Source: an optimization exercise on an open RTL-to-GDS flow (aim: small area, a short achievable clock period and few clock cycles per item). Production flows keep margins and buffers that such runs may drop. Only simulation tests tie the RTL to the original design; equivalence was not proved. Power figures rest on the tool's default switching activity, not on a simulated workload.

## ifmap_converter
module ifmap_converter
(
	input  logic clk,
	input  logic reset,
	input  logic [64-1:0] in_data,
	input  logic in_empty_n,
	output logic in_read,
	input  logic out_full_n,
	output logic [64-1:0] out_data,
	output logic out_last,
	output logic out_write
);
clock: 5.0 ns
lec_check: 0
cap_margin: 20
core_margin: 2
core_utilization: 45
cts_cluster_diameter: 100
cts_cluster_size: 20
setup_slack_margin: 2.5
slew_margin: 20
run.sh (not shown) runs the stock make flow with config.mk's settings and CLKGATE_MAP_FILE= SYNTH_SCRIPT=/design/flow/synth_recipe.tcl, a recipe that flattens the netlist after the stock synthesis.
Testbench counts at the start, summed over its fixed seeds: cycles 8,712, tiles 128.
Edit:
--- a/flow/design.v
+++ b/flow/design.v
@@ -33,23 +33,26 @@
 		dec3 = 8'(1) << x;
 	endfunction
 	logic [6-1:0] tk_n;
 	logic [6-1:0] tk_n1;
 	logic [11:0] tk_t;
 	logic tk_wrap;
+	logic in_hold;
 	logic [2:0] tk_k;
-	assign take = in_read & in_empty_n;
+	assign take = ~in_hold & in_empty_n;
 	assign tk_wrap = (tk_n == '1);
 	always_ff @(posedge clk or posedge reset) begin
 		if (reset) begin
 			in_read <= 1'b0;
+			in_hold <= 1'b1;
 			tk_n <= '0;
 			tk_n1 <= 6'(1);
 			tk_t <= 12'd1;
 		end else begin
 			in_read <= wr_room;
+			in_hold <= ~wr_room;
 			if (take) begin
 				if (tk_wrap) begin
 					tk_n <= '0;
 					tk_n1 <= 6'(1);
 					tk_t <= {tk_t[10:0], tk_t[11]};
 				end else begin
@@ -87,13 +90,14 @@
 	input  logic clk,
 	input  logic [8*8-1:0] wr_hi_n,
 	input  logic [8*8-1:0] wr_lo_n,
 	input  logic [64-1:0] wr_data,
 	input  logic [8*8-1:0] rd_hi,
 	input  logic [8*8-1:0] rd_lo,
-	output logic [64-1:0] rd_data
+	output logic [64-1:0] rd_data_lo,
+	output logic [64-1:0] rd_data_hi
 );
 	localparam int DEPTH = 64;
 	logic [8-1:0] mem [0:8-1][0:DEPTH-1];
 	for (genvar b = 0; b < 8; b++) begin : g_bank
 		logic [8-1:0] whi_n;
 		logic [8-1:0] wlo_n;
@@ -115,29 +119,33 @@
 			for (int h = 0; h < 8; h++) begin
 				grp[h] = '0;
 				for (int l = 0; l < 8; l++) begin
 					grp[h] = grp[h] | (mem[b][h*8 + l] & {8{lo[l]}});
 				end
 			end
-			rd_data[b*8 +: 8] = '0;
-			for (int h = 0; h < 8; h++) begin
-				rd_data[b*8 +: 8] = rd_data[b*8 +: 8] |
+			rd_data_lo[b*8 +: 8] = '0;
+			rd_data_hi[b*8 +: 8] = '0;
+			for (int h = 0; h < 8 / 2; h++) begin
+				rd_data_lo[b*8 +: 8] = rd_data_lo[b*8 +: 8] |
 					(grp[h] & {8{hi[h]}});
+				rd_data_hi[b*8 +: 8] = rd_data_hi[b*8 +: 8] |
+					(grp[h + 8 / 2] & {8{hi[h + 8 / 2]}});
 			end
 		end
 	end
 endmodule
 `timescale 1ns/1ns
 module transpose_reader
 (
 	input  logic clk,
 	input  logic reset,
 	input  logic take,
 	input  logic wr_en,
 	output logic wr_room,
-	input  logic [64-1:0] rd_data,
+	input  logic [64-1:0] rd_data_lo,
+	input  logic [64-1:0] rd_data_hi,
 	output logic [8*8-1:0] rd_hi,
 	output logic [8*8-1:0] rd_lo,
 	input  logic out_full_n,
 	output logic [64-1:0] out_data,
 	output logic out_last,
 	output logic out_write
@@ -241,20 +249,23 @@
 	logic [6-1:0] need;
 	logic rd_ok;
 	logic adv;
 	logic rd;
 	logic s1_valid;
 	logic s1_last;
+	logic [64-1:0] s1_lo;
+	logic [64-1:0] s1_hi;
 	logic [64-1:0] s1_data;
 	logic [2:0] s1_p;
 	logic [64-1:0] packed_word;
 	logic s2_valid;
+	logic out_idle;
 	logic s2_last;
 	logic [64-1:0] s2_data;
 	assign rd_ok = {1'b0, occ} >= {2'b00, need};
-	assign adv = ~out_write | out_full_n;
+	assign adv = out_idle | out_full_n;
 	assign rd = adv & rd_ok;
 	always_ff @(posedge clk or posedge reset) begin
 		if (reset) begin
 			occ <= '0;
 			pend <= '0;
 		end else begin
@@ -309,18 +320,27 @@
 			s1_last <= 1'b0;
 		end else if (adv) begin
 			s1_valid <= rd_ok;
 			s1_last <= rd_ok & rd_wrap;
 		end
 	end
+	always_ff @(posedge clk or posedge reset) begin
+		if (reset) begin
+			s1_lo <= '0;
+			s1_hi <= '0;
+		end else if (adv) begin
+			s1_lo <= rd_data_lo;
+			s1_hi <= rd_data_hi;
+		end
+	end
 	always_ff @(posedge clk) begin
 		if (adv) begin
-			s1_data <= rd_data;
 			s1_p <= rd_n[3:1];
 		end
 	end
+	assign s1_data = s1_lo | s1_hi;
 	always_comb begin
 		for (int k = 0; k < 8; k++) begin
 			packed_word[(8-1-k)*8 +: 8] =
 				s1_data[(3'(k) ^ s1_p)*8 +: 8];
 		end
 	end
@@ -338,15 +358,17 @@
 			s2_data <= packed_word;
 		end
 	end
 	always_ff @(posedge clk or posedge reset) begin
 		if (reset) begin
 			out_write <= 1'b0;
+			out_idle <= 1'b1;
 			out_last <= 1'b0;
 		end else if (adv) begin
 			out_write <= s2_valid;
+			out_idle <= ~s2_valid;
 			out_last <= s2_last;
 		end
 	end
 	always_ff @(posedge clk or posedge reset) begin
 		if (reset) begin
 			out_data <= '0;
@@ -373,13 +395,14 @@
 	logic [8*8-1:0] wr_hi_n;
 	logic [8*8-1:0] wr_lo_n;
 	logic [64-1:0] wr_data;
 	logic wr_room;
 	logic [8*8-1:0] rd_hi;
 	logic [8*8-1:0] rd_lo;
-	logic [64-1:0] rd_data;
+	logic [64-1:0] rd_data_lo;
+	logic [64-1:0] rd_data_hi;
 	tile_writer writer_i (
 		.clk(clk),
 		.reset(reset),
 		.in_data(in_data),
 		.in_empty_n(in_empty_n),
 		.in_read(in_read),
@@ -400,21 +423,23 @@
 		.clk(clk),
 		.wr_hi_n(wr_hi_n),
 		.wr_lo_n(wr_lo_n),
 		.wr_data(wr_data),
 		.rd_hi(rd_hi),
 		.rd_lo(rd_lo),
-		.rd_data(rd_data)
+		.rd_data_lo(rd_data_lo),
+		.rd_data_hi(rd_data_hi)
 	);
 	transpose_reader reader_i (
 		.clk(clk),
 		.reset(reset),
 		.take(take),
 		.wr_en(wr_en),
 		.wr_room(wr_room),
-		.rd_data(rd_data),
+		.rd_data_lo(rd_data_lo),
+		.rd_data_hi(rd_data_hi),
 		.rd_hi(rd_hi),
 		.rd_lo(rd_lo),
 		.out_full_n(out_full_n),
 		.out_data(out_data),
 		.out_last(out_last),
 		.out_write(out_write)
Result: Non-clock buffer count came out lower by 142; routed wire length went down by 1.6%; cell count climbs by 2.4%; synthesized area grows by 1.4%; flip-flop and latch count came out higher by 66; die area came out higher by 1.4%; cell area falls by 0.77%; worst setup slack is better by 65 ps.
Testbench counts after the change, summed over its fixed seeds: cycles 8,712, tiles 128.

* * *

ifmap_converter, a different RTL version from the one above (not shown whole).
Size: about 10,000 cells after synthesis, roughly 4,600 flip-flops, about 140 I/O pins, about 170,000 µm² of cells after synthesis.
## ifmap_converter
module ifmap_converter
(
	input  logic clk,
	input  logic reset,
	input  logic [64-1:0] in_data,
	input  logic in_empty_n,
	output logic in_read,
	input  logic out_full_n,
	output logic [64-1:0] out_data,
	output logic out_last,
	output logic out_write
);
	logic take;
	logic wr_en;
	logic [8*8-1:0] wr_hi_n;
	logic [8*8-1:0] wr_lo_n;
	logic [64-1:0] wr_data;
	logic wr_room;
	logic [8*8-1:0] rd_hi;
	logic [8*8-1:0] rd_lo;
	logic [64-1:0] rd_data;
	tile_writer writer_i (
		.clk(clk),
		.reset(reset),
		.in_data(in_data),
		.in_empty_n(in_empty_n),
		.in_read(in_read),
		.wr_room(wr_room),
		.take(take),
		.wr_hi_n(wr_hi_n),
		.wr_lo_n(wr_lo_n),
		.wr_data(wr_data)
	);
	always_ff @(posedge clk or posedge reset) begin
		if (reset) begin
			wr_en <= 1'b0;
		end else begin
			wr_en <= take;
		end
	end
	tile_buffer buffer_i (
		.clk(clk),
		.wr_hi_n(wr_hi_n),
		.wr_lo_n(wr_lo_n),
		.wr_data(wr_data),
		.rd_hi(rd_hi),
		.rd_lo(rd_lo),
		.rd_data(rd_data)
	);
	transpose_reader reader_i (
		.clk(clk),
		.reset(reset),
		.take(take),
		.wr_en(wr_en),
		.wr_room(wr_room),
		.rd_data(rd_data),
		.rd_hi(rd_hi),
		.rd_lo(rd_lo),
		.out_full_n(out_full_n),
		.out_data(out_data),
		.out_last(out_last),
		.out_write(out_write)
	);
endmodule
==> flow/config.mk <==
export PLATFORM = sky130hd
export DESIGN_NAME = ifmap_converter
export DESIGN_NICKNAME = ifmap_converter
export VERILOG_FILES = /design/flow/design.v
export SDC_FILE = /design/flow/constraint.sdc
export NUM_CORES = 4
export LEC_CHECK = 0
export CAP_MARGIN = 20
export CORE_MARGIN = 2
export CORE_UTILIZATION = 45
export CTS_CLUSTER_DIAMETER = 100
export CTS_CLUSTER_SIZE = 20
export SETUP_SLACK_MARGIN = 2.5
export SLEW_MARGIN = 20
==> flow/constraint.sdc <==
create_clock -name core_clock -period 5.0 [get_ports {clk}]
set_input_delay 1.0000 -clock core_clock [delete_from_list [all_inputs] [get_ports {clk}]]
set_output_delay 1.0000 -clock core_clock [all_outputs]
set_load 0.01 [all_outputs]
Testbench counts at the start, summed over its fixed seeds: cycles 8,704, tiles 128.
Then changed:
--- a/flow/design.v
+++ b/flow/design.v
@@ -32,25 +32,28 @@
 	function automatic logic [8-1:0] dec3(input logic [2:0] x);
 		dec3 = 8'(1) << x;
 	endfunction
 	logic [6-1:0] tk_n;
 	logic [6-1:0] tk_n1;
 	logic [11:0] tk_t;
 	logic tk_wrap;
+	logic in_hold;
 	logic [2:0] tk_k;
-	assign take = in_read & in_empty_n;
+	assign take = ~in_hold & in_empty_n;
 	assign tk_wrap = (tk_n == '1);
 	always_ff @(posedge clk or posedge reset) begin
 		if (reset) begin
 			in_read <= 1'b0;
+			in_hold <= 1'b1;
 			tk_n <= '0;
 			tk_n1 <= 6'(1);
 			tk_t <= 12'd1;
 		end else begin
 			in_read <= wr_room;
+			in_hold <= ~wr_room;
 			if (take) begin
 				if (tk_wrap) begin
 					tk_n <= '0;
 					tk_n1 <= 6'(1);
 					tk_t <= {tk_t[10:0], tk_t[11]};
 				end else begin
 					tk_n <= tk_n1;
@@ -243,16 +246,20 @@
 	logic adv;
 	logic rd;
 	logic s1_valid;
 	logic s1_last;
 	logic [64-1:0] s1_data;
 	logic [2:0] s1_p;
 	logic [64-1:0] packed_word;
+	logic s2_valid;
+	logic out_idle;
+	logic s2_last;
+	logic [64-1:0] s2_data;
 	assign rd_ok = {1'b0, occ} >= {2'b00, need};
-	assign adv = ~out_write | out_full_n;
+	assign adv = out_idle | out_full_n;
 	assign rd = adv & rd_ok;
 	always_ff @(posedge clk or posedge reset) begin
 		if (reset) begin
 			occ <= '0;
 			pend <= '0;
 		end else begin
 			if (wr_en != rd) begin
@@ -305,40 +312,62 @@
 			s1_valid <= 1'b0;
 			s1_last <= 1'b0;
 		end else if (adv) begin
 			s1_valid <= rd_ok;
 			s1_last <= rd_ok & rd_wrap;
 		end
 	end
+	always_ff @(posedge clk or posedge reset) begin
+		if (reset) begin
+			s1_data <= '0;
+		end else if (adv) begin
+			s1_data <= rd_data;
+		end
+	end
 	always_ff @(posedge clk) begin
 		if (adv) begin
-			s1_data <= rd_data;
 			s1_p <= rd_n[3:1];
 		end
 	end
 	always_comb begin
 		for (int k = 0; k < 8; k++) begin
 			packed_word[(8-1-k)*8 +: 8] =
 				s1_data[(3'(k) ^ s1_p)*8 +: 8];
 		end
 	end
 	always_ff @(posedge clk or posedge reset) begin
 		if (reset) begin
+			s2_valid <= 1'b0;
+			s2_last <= 1'b0;
+		end else if (adv) begin
+			s2_valid <= s1_valid;
+			s2_last <= s1_last;
+		end
+	end
+	always_ff @(posedge clk) begin
+		if (adv) begin
+			s2_data <= packed_word;
+		end
+	end
+	always_ff @(posedge clk or posedge reset) begin
+		if (reset) begin
 			out_write <= 1'b0;
+			out_idle <= 1'b1;
 			out_last <= 1'b0;
 		end else if (adv) begin
-			out_write <= s1_valid;
-			out_last <= s1_last;
+			out_write <= s2_valid;
+			out_idle <= ~s2_valid;
+			out_last <= s2_last;
 		end
 	end
 	always_ff @(posedge clk or posedge reset) begin
 		if (reset) begin
 			out_data <= '0;
 		end else if (adv) begin
-			out_data <= packed_word;
+			out_data <= s2_data;
 		end
 	end
 endmodule
 `timescale 1ns/1ns
 module ifmap_converter
 (
 	input  logic clk,
Register-to-register slack gains 260 ps.
Worst setup slack gains 160 ps.
Critical path depth goes down by 4.
Total power goes up by 4.4%.
Cell count goes up by 0.60%.
Routed wire length goes down by 1.6%.
Via count goes down by 0.85%.
Design area goes down by 0.97%.
Die area goes up by 1.4%.
Testbench counts after the change, summed over its fixed seeds: cycles 8,712, tiles 128.

[re-timing with driven ports]
The flow's constraints put no driver on any port. The routed layouts listed below were extracted and timed again, unchanged, in two steps. Step 1: set_driving_cell puts a clkbuf_16 on clk and a buf_2 on each other input, an assumption about the parent block. Step 2 moves the port delays by t, midway between the first and last clock arrival at a register: inputs arrive t later, outputs are due t later. That takes back most of the time a late clock gives input paths. a / b / c = ideal / step 1 / step 2; a / b = the first two.
run	t (ns)	setup WS [ns]	latest minus earliest clock arrival (ns)	worst register clock-pin slew, ns	worst data-port slew with drivers (ns)
the first run of note 1	1.046	2.291 / 2.250 / 1.634	0.072 / 0.071	0.09 / 0.09	0.05
the second run of note 1	1.051	2.356 / 2.245 / 1.534	0.067 / 0.068	0.09 / 0.09	0.24
the first run of note 2	1.063	2.228 / 2.227 / 1.481	0.055 / 0.055	0.10 / 0.10	0.05
the second run of note 2	1.055	2.387 / 2.267 / 1.643	0.069 / 0.070	0.10 / 0.10	0.24
After both steps every run listed still meets setup and hold. For the second run of note 1, which loses most, drivers alone change the setup slack by -0.111 ns; drivers and shift together by -0.822 ns.
